What follows belongs to an exercise in optimizing a design on an open flow for a short achievable clock period and few clock cycles; a production flow would make more cautious choices.
Only simulation tests tie the RTL to the original design; equivalence was not proved.
No activity file was given, so power comes from the tool's default toggle rates.

==> flow/design.v (excerpt) <==
module cpu (
	input logic clk,
	input logic reset,
	input logic [127:0] ifetch_rdata,
	output logic [11:0] ifetch_address,
	input logic [127:0] mem_rdata,
	input logic mem_resp,
	output logic mem_read,
	output logic mem_write,
	output logic [127:0] mem_wdata,
	output logic [11:0] mem_address,
	output logic [15:0] mem_sel
);
Size in the first run: roughly 4,900 cells after synthesis, about 430 I/O pins, roughly 48,000 um^2 of cells after synthesis.
Settings: LEC_CHECK=0, CAP_MARGIN=20, CORE_MARGIN=2, CORE_UTILIZATION=40, SETUP_SLACK_MARGIN=2.2, SLEW_MARGIN=20; clock period 4.4 ns.
run.sh (not shown) runs the stock make flow with config.mk's settings and CLKGATE_MAP_FILE= SYNTH_SCRIPT=/design/flow/synth_recipe.tcl, a recipe that flattens the netlist after the stock synthesis.
Testbench counts at the start, summed over its fixed seeds: cycles 36,156.
==> next run, changes <==
--- a/flow/design.v
+++ b/flow/design.v
@@ -196,39 +196,57 @@
 	logic ld_now, pop, e_mem, e_stall, mem_in;
 	assign mem_read = q_rd[0];
 	assign mem_write = q_wr[0];
 	assign mem_address = q_addr[0][15:4];
 	assign mem_sel = q_sel[0];
 	assign mem_wdata = {8{q_sd[0]}};
 	always_comb begin
 		ld_word = 16'h0;
 		for (int k = 0; k < 8; k++)
 			ld_word = ld_word | (mem_rdata[k*16 +: 16] & {16{q_sel[0][2*k]}});
 	end
-	assign ld_cc = {ld_word[15], ld_word == 16'h0, !ld_word[15] && ld_word != 16'h0};
+	logic ld_z;
+	always_comb begin
+		ld_z = 1'b0;
+		for (int k = 0; k < 8; k++)
+			ld_z = ld_z | (q_sel[0][2*k] && mem_rdata[k*16 +: 16] == 16'h0);
+	end
+	assign ld_cc = {ld_word[15], ld_z, !ld_word[15] && !ld_z};
 	assign pop = (q_rd[0] || q_wr[0]) && mem_resp;
 	assign ld_now = q_rd[0] && !q_nw[0] && mem_resp;
 	logic [3:0] op;
 	logic [2:0] nzp;
 	logic fwd1, fwd2, fwds;
 	logic [15:0] ra, rb, rs;
 	logic [15:0] imm5, off6;
 	logic hazard;
 	assign op = d_ir[15:12];
 	assign nzp = d_ir[11:9];
-	assign fwd1 = ld_now && q_dr[0][d_ir[8:6]];
-	assign fwd2 = ld_now && q_dr[0][d_ir[2:0]];
-	assign fwds = ld_now && q_dr[0][d_ir[11:9]];
-	assign ra = fwd1 ? ld_word : (w_valid && w_dr == d_ir[8:6]) ? w_res : rf[d_ir[8:6]];
-	assign rb = fwd2 ? ld_word : (w_valid && w_dr == d_ir[2:0]) ? w_res : rf[d_ir[2:0]];
-	assign rs = fwds ? ld_word : (w_valid && w_dr == d_ir[11:9]) ? w_res : rf[d_ir[11:9]];
+	logic [7:0] d_s1, d_s2, d_ss, w_droh;
+	logic [15:0] rf1, rf2, rfs;
+	always_comb begin
+		rf1 = 16'h0;
+		rf2 = 16'h0;
+		rfs = 16'h0;
+		for (int i = 0; i < 8; i++) begin
+			rf1 = rf1 | (rf[i] & {16{d_s1[i]}});
+			rf2 = rf2 | (rf[i] & {16{d_s2[i]}});
+			rfs = rfs | (rf[i] & {16{d_ss[i]}});
+		end
+	end
+	assign fwd1 = ld_now && ((q_dr[0] & d_s1) != 8'h0);
+	assign fwd2 = ld_now && ((q_dr[0] & d_s2) != 8'h0);
+	assign fwds = ld_now && ((q_dr[0] & d_ss) != 8'h0);
+	assign ra = fwd1 ? ld_word : (w_valid && (w_droh & d_s1) != 8'h0) ? w_res : rf1;
+	assign rb = fwd2 ? ld_word : (w_valid && (w_droh & d_s2) != 8'h0) ? w_res : rf2;
+	assign rs = fwds ? ld_word : (w_valid && (w_droh & d_ss) != 8'h0) ? w_res : rfs;
 	assign imm5 = {{11{d_ir[4]}}, d_ir[4:0]};
 	assign off6 = {{9{d_ir[5]}}, d_ir[5:0], 1'b0};
 	logic [15:0] tgt;
 	assign tgt = ft + {{6{d_ir[8]}}, d_ir[8:0], 1'b0};
 	assign hazard = d_valid && ((d_src & pend & ~(ld_now ? q_dr[0] : 8'h0)) != 8'h0);
 	logic [15:0] sum, andv, res;
 	assign sum = ks_add(e_a, e_b, 1'b0);
 	assign andv = e_a & e_b;
 	assign res = e_and ? andv : sum;
 	logic e_z, w_z;
 	assign e_z = e_and ? (andv == 16'h0) : ((e_a ^ e_b) == {e_a[14:0] | e_b[14:0], 1'b0});
@@ -329,34 +347,38 @@
 		r_dtgt <= d_tgt;
 		v_tok <= d_tgt_ok;
 		if (d_load) begin
 			d_ir <= fword;
 			d_tgt <= LT[ft[3:1]];
 			d_tgt_ok <= use_L;
 			d_alu <= f_alu;
 			d_ldr <= f_ldr;
 			d_str <= f_str;
 			d_br <= f_br;
 			d_src <= f_src;
+			d_s1 <= onehot(fword[8:6]);
+			d_s2 <= onehot(fword[2:0]);
+			d_ss <= onehot(fword[11:9]);
 		end
 		if (!e_stall) begin
 			e_and <= (op == 4'b0101) || (op == 4'b1001);
 			e_wr <= d_alu;
 			e_ld <= d_ldr;
 			e_st <= d_str;
 			e_a <= (op == 4'b1001) ? ~ra : ra;
 			e_b <= (d_ldr || d_str) ? off6 : (op == 4'b1001) ? 16'hFFFF : d_ir[5] ? imm5 : rb;
 			e_sd <= rs;
 			e_dr <= d_ir[11:9];
 		end
 		w_dr <= e_dr;
+		w_droh <= onehot(e_dr);
 		w_res <= res;
 		w_z <= e_z;
 	end
 	always_ff @(posedge clk) begin
 		if (reset) begin
 			e_lcc <= 1'b0;
 		end else if (!e_stall) begin
 			e_lcc <= dispatch && d_ldr;
 		end
 	end
 	logic sh_v [0:QD];
Effect: Fmax went down by roughly a tenth; clock power went up by a few percent; cell area went down slightly; die area went up slightly; non-clock buffer count went down by 134; setup slack got worse by 0.29 ns; critical path depth went up by 2; register-to-register slack got worse by 0.29 ns; first-iteration DRC count went up by roughly a tenth; core utilization went down by 1.6 points; area after synthesis went up slightly; power went down by a few percent.
Testbench counts after the change, summed over its fixed seeds: cycles 36,156.

## port drivers added, routing unchanged
Ports are ideal in the flow. The routed layouts listed here were re-timed in OpenROAD.
Step 1 sets driving cells, clkbuf_16 on the clock port and buf_2 on the other inputs (assumed; they add their load-dependent delay and slew).
Step 2, shift: input delay + t, output delay - t, t = (earliest + latest rising clock arrival at the registers) / 2. This alone moves slack from input paths to output paths.
Three values: no drivers, after step 1, after step 2; two values: the first two.
run | t (ns) | setup slack, ns | worst setup path after step 2
the first run | 0.772 | 1.705 / 1.705 / 0.948 | input to register
the second run | 0.777 | 1.417 / 1.417 / 1.024 | input to register
After both steps setup and hold are still met in every run listed. For the first run, which loses most, drivers alone change the setup slack by 0.000 ns; drivers and shift together by -0.757 ns.
